Background: an optimization exercise with open tools, aiming at small area, a short achievable clock period and few clock cycles per item. Do not read the settings as production practice.
In this exercise RTL edits were held to simulation tests only and were not proved equivalent to the original.
Power is estimated from default activity; no workload was simulated.

Design sprite_quad_batcher, start of the top module:
module sprite_quad_batcher
(
  input  logic                clk,
  input  logic                rst,
  input  logic                in_valid,
  output logic                in_stall,
  input  logic                mode,
  input  logic signed [31:0]  pos_x,
  input  logic signed [31:0]  pos_y,
  input  logic signed [31:0]  pos_z,
  input  logic signed [31:0]  quad_width,
  input  logic signed [31:0]  quad_height,
  input  logic [31:0]         rgba_color,
  input  logic [31:0]         uv_corner0,
  input  logic [31:0]         uv_corner1,
  input  logic [31:0]         uv_corner2,
  input  logic [31:0]         uv_corner3,
  input  logic [31:0]         texture_name,
  output logic                out_valid,
  input  logic                out_stall,
  output logic signed [31:0]  vert_x,
  output logic signed [31:0]  vert_y,
  output logic signed [31:0]  vert_z,
  output logic [31:0]         vert_color,
  output logic [15:0]         vert_u,
  output logic [15:0]         vert_v,
  output logic [sqb_pkg::SLOT_W-1:0]   tex_slot,
  output logic                batch_cut,
  output logic [sqb_pkg::ICOUNT_W-1:0] batch_index_count,
  output logic                end_marker,
  output logic                last_of_item
);
Size in the first run: roughly 4100 cells after synthesis, roughly 1500 flip-flops, roughly 550 I/O pins, roughly 51000 um2 of cells after synthesis.
Settings: LEC_CHECK=0, CAP_MARGIN=20, CORE_MARGIN=2, CORE_UTILIZATION=40, SETUP_SLACK_MARGIN=3.0, SLEW_MARGIN=20; clock period 6.0 ns.
run.sh (not shown) runs the stock make flow with config.mk's settings and CLKGATE_MAP_FILE= SYNTH_SCRIPT=/design/flow/synth_recipe.tcl, a recipe that flattens the netlist after the stock synthesis.
Testbench counts at the start, summed over its fixed seeds: cycles 47,560, items 12,000.
Edit:
==> flow/flow/run.sh (new file) <==
#!/bin/bash
# The standard layout (the standard.sh: ORFS synthesis through finish),
# with two changes to how the resizer works:
#  - port buffers are sky130_fd_sc_hd__buf_2 instead of the cell buffer_ports
#    picks by default (a clkdlybuf4s50 delay cell);
#  - gate sizing may swap cells of other footprints (MATCH_CELL_FOOTPRINT=0).
# Every port still gets its buffer. The make output goes to flow_make.log.
set -euo pipefail
bash standard.sh \
  "BUFFER_PORTS_ARGS=-buffer_cell sky130_fd_sc_hd__buf_2" \
  MATCH_CELL_FOOTPRINT=0 \
  finish > flow_make.log 2>&1
==> flow/standard.sh (new file) <==
#!/bin/bash
# synth_recipe.tcl (not shown) runs the flow's synth.tcl, then flattens the netlist and writes it again
# the make line also repeats each setting of config.mk as NAME=value (left out here)
make -C /OpenROAD-flow-scripts/flow DESIGN_CONFIG=/design/flow/config.mk WORK_HOME=/design/flow/orfs CLKGATE_MAP_FILE= SYNTH_SCRIPT=/design/flow/synth_recipe.tcl "${@:-finish}"
removed: flow/run.sh
Final cell count came out lower by about 1%. Final area came out lower by 4.8%. First-iteration DRC count came out higher by 14%. Maximum frequency came out higher by 6.1%. Register-to-register slack is better by 90 ps. Routed wire length came out lower by 1.8%. Sequential share of layout area came out higher by 2.5 points. Clock-buffer cell count came out lower by 1. Power hardly moves. Clock power came out higher by 2.8%. Synthesized area does not change.

## run A
Another version of the RTL of sprite_quad_batcher (not shown whole).
For scale: roughly 4,200 cells after synthesis, roughly 1,500 flip-flops, about 550 I/O pins, roughly 52,000 um2 of cells after synthesis.
clock: 6.0 ns
lec_check: 0
cap_margin: 20
core_margin: 2
core_utilization: 60
cts_buf_list: sky130_fd_sc_hd__clkbuf_8
setup_slack_margin: 3.3
slew_margin: 20
standard.sh (not shown) runs the stock make flow with config.mk's settings and CLKGATE_MAP_FILE= SYNTH_SCRIPT=/design/flow/synth_recipe.tcl, a recipe that flattens the netlist after the stock synthesis.
==> flow/flow/run.sh <==
#!/bin/bash
# The standard layout (the standard.sh: ORFS synthesis through finish),
# with changes to how the resizer and the clock tree work:
#  - port buffers are sky130_fd_sc_hd__buf_1 instead of the cell buffer_ports
#    picks by default (a delay cell); the resizer sizes them afterwards;
#  - gate sizing may swap cells of other footprints (MATCH_CELL_FOOTPRINT=0);
#  - clock tree synthesis inserts no dummy loads, and drives the register
#    clusters with clkbuf_4 (clkbuf_8 above them).
# Every port still gets its buffer. The make output goes to flow_make.log.
set -euo pipefail
bash standard.sh \
  "BUFFER_PORTS_ARGS=-buffer_cell sky130_fd_sc_hd__buf_1" \
  MATCH_CELL_FOOTPRINT=0 \
  "CTS_ARGS=-sink_clustering_enable -repair_clock_nets -dont_use_dummy_load -buf_list {sky130_fd_sc_hd__clkbuf_4 sky130_fd_sc_hd__clkbuf_8} -root_buf sky130_fd_sc_hd__clkbuf_8 -sink_clustering_buffer sky130_fd_sc_hd__clkbuf_4" \
  finish > flow_make.log 2>&1
Run A: done, clean on timing, DRC and antenna
Testbench counts of run A, summed over its fixed seeds: cycles 47,560, items 12,000.
The following lists how run B was set up differently from run A:
Settings: CORE_UTILIZATION changed from 60 to 50.
==> flow/flow/run.sh <==
#!/bin/bash
# The standard layout (the standard.sh: ORFS synthesis through finish),
# with changes to how the resizer and the clock tree work:
#  - port buffers are sky130_fd_sc_hd__buf_1 instead of the cell buffer_ports
#    picks by default (a delay cell); the resizer sizes them afterwards;
#  - gate sizing may swap cells of other footprints (MATCH_CELL_FOOTPRINT=0);
#  - clock tree synthesis inserts no dummy loads.
# Every port still gets its buffer. The make output goes to flow_make.log.
set -euo pipefail
bash standard.sh \
  "BUFFER_PORTS_ARGS=-buffer_cell sky130_fd_sc_hd__buf_1" \
  MATCH_CELL_FOOTPRINT=0 \
  "CTS_ARGS=-sink_clustering_enable -repair_clock_nets -dont_use_dummy_load -buf_list sky130_fd_sc_hd__clkbuf_8" \
  finish > flow_make.log 2>&1
--- outcome ---
Run B: full flow OK, the timing, design-rule and antenna checks passed. Comparing run B and run A, hold slack is higher on run A. Cmp run B vs run A: fraction of power consumed by combinational cells higher in run B. The higher final period utilization of run B and run A is in run A. On routed wire length, run B does better than run A. As far as I/O pin total goes, run B and run A are indistinguishable; the numbers are identical. The lower clock-buffer cell count came out of run B. Cmp run B and run A / fmax / higher: run B. Run B has antenna cell count above what run A had. Compare run B and run A | number of antenna violations at the first check in global routing higher: run B. A start point of the critical path of o_x[16]$_DFFE_PP_ is what run A shows, while o_y[16]$_DFFE_PP_ belongs to run B. Synthesis-to-layout area growth: higher on run B.
For run C, these inputs were changed with respect to run B:
Settings: putting TNS_END_PERCENT at 20 where nothing was set; swapping 50 for 60 in CORE_UTILIZATION.
Findings:
- Run B → run C: layout overhead on the synthesized area saw a decrease; overall die area saw a decrease.
- The met2 usage in global routing in run C sits 7.1 points above the value recorded for run B.
- Run C against run B; global placer's final weighted congestion is up by a few percent.
- Hold slack (higher): run C
- Run B → run C: sequential cell area share went up by 1.8 points; routed length on met1 went down by 3.1%.
- Diff run B -> run C | routed wire length per instance | up by a few percent
- Higher initial antenna violation count was reported by run B, not run C.
[inputs] run D vs run C
Settings: TNS_END_PERCENT removed (was 20).
==> flow/flow/run.sh <==
#!/bin/bash
# The standard layout (the standard.sh: ORFS synthesis through finish),
# with changes to how the resizer and the clock tree work:
#  - port buffers are sky130_fd_sc_hd__buf_1 instead of the cell buffer_ports
#    picks by default (a delay cell); the resizer sizes them afterwards;
#  - gate sizing may swap cells of other footprints (MATCH_CELL_FOOTPRINT=0);
#  - clock tree synthesis inserts no dummy loads and clusters up to 14
#    registers within 60 um per leaf buffer.
# Every port still gets its buffer. The make output goes to flow_make.log.
set -euo pipefail
bash standard.sh \
  "BUFFER_PORTS_ARGS=-buffer_cell sky130_fd_sc_hd__buf_1" \
  MATCH_CELL_FOOTPRINT=0 \
  "CTS_ARGS=-sink_clustering_enable -repair_clock_nets -dont_use_dummy_load -buf_list sky130_fd_sc_hd__clkbuf_8 -sink_clustering_size 14 -sink_clustering_max_diameter 60" \
  finish > flow_make.log 2>&1
### Flow results
- Compared with run C, in run D global-route usage over all layers now smaller, final design instance area without fill moved down, met3 layer wire length in the routed design went up.
- Run D vs run C, standard cell with the maximum stage delay on the critical path: a2111o_1 vs buf_4
- Sequential share of cell area came out higher on run D than on run C.
Modified inputs, run E compared to run D
Settings: a change of SETUP_SLACK_MARGIN from 3.3 to 3.2.
Findings:
- For run D and run E, there was not a single run that failed to finish clean.
- Route | run E vs run D | wire shorter in run E
- Run D → run E: reported max-cap violation count level; worst relative slew slack moved down.
- Diff run D -> run E: maximum frequency went down; combinational power share went down; total die area did not really move; wire length of the first global-routing pass went down; cell count after placement did not really move.
- Looking at final worst setup slack, run E sits 0.078 ns below run D.
### run E -> run F
Settings: changing SETUP_SLACK_MARGIN from 3.2 to 3.3.
==> flow/flow/run.sh <==
#!/bin/bash
# The standard layout (the standard.sh: ORFS synthesis through finish),
# with changes to how the resizer and the clock tree work:
#  - port buffers are sky130_fd_sc_hd__buf_1 instead of the cell buffer_ports
#    picks by default (a delay cell); the resizer sizes them afterwards;
#  - gate sizing may swap cells of other footprints (MATCH_CELL_FOOTPRINT=0);
#  - clock tree synthesis inserts no dummy loads.
# Every port still gets its buffer. The make output goes to flow_make.log.
set -euo pipefail
bash standard.sh \
  "BUFFER_PORTS_ARGS=-buffer_cell sky130_fd_sc_hd__buf_1" \
  MATCH_CELL_FOOTPRINT=0 \
  "CTS_ARGS=-sink_clustering_enable -repair_clock_nets -dont_use_dummy_load -buf_list sky130_fd_sc_hd__clkbuf_8" \
  finish > flow_make.log 2>&1
--- outcome ---
Cells: run F has more instances than run E
Hold slack, run E and run F: lower on run F
Per the final summary, run F finished and its layout is clean on timing, DRC and antenna.
Run F gives more total setup buffers inserted after CTS than run E did.
Relative to run E, the area of all placed cells without fillers measured on run F has increased by a few percent.
Run F: worst-case reg-to-reg path depth 2 below run E
Of run E and run F, run F shows the higher global routing met2 resource utilization, with run E below it.
Against run E as the reference, run F delivers a lower fill cell instance count of the final layout.
Of the two candidates, run E has the better total wirelength of the detailed-routed design and run F the worse one.
Comparing final total power for run E and run F, the bigger number came from run F.

## port drivers added, routing unchanged
No port has a modelled driver above. Below, the same layouts with a new extraction and two added sets of constraints. Step 1, drivers: a clkbuf_16 drives clk and a buf_2 each remaining input, both assumed. Step 2 times the ports against the registers' clock, not the clock port: input delays grow and output delays shrink by t, the midpoint of the rising clock arrivals with the driver on. Slacks: no drivers / after step 1 / after step 2; pairs: no drivers / after step 1.
run	t, ns	setup slack, ns	worst setup path at the end	slew at the worst register clock pin (ns)
the first run of note 1	0.838	2.419 / 2.458 / 1.621	input to register	0.07 / 0.07
the second run of note 1	0.852	2.624 / 2.594 / 1.742	input to register	0.07 / 0.07
run A	0.972	3.101 / 3.040 / 2.221	input to register	0.08 / 0.08
run B	0.904	3.153 / 3.048 / 2.384	input to register	0.07 / 0.07
run C	0.908	3.051 / 2.963 / 2.193	input to register	0.07 / 0.07
run D	0.804	3.111 / 3.057 / 2.321	input to register	0.10 / 0.10
run E	0.814	3.033 / 3.009 / 2.332	input to register	0.10 / 0.10
run F	0.917	3.176 / 3.048 / 2.239	input to register	0.07 / 0.07
After both steps setup and hold are still met in every run listed. For run F, which loses most, drivers alone change the setup slack by -0.128 ns; drivers and shift together by -0.937 ns.
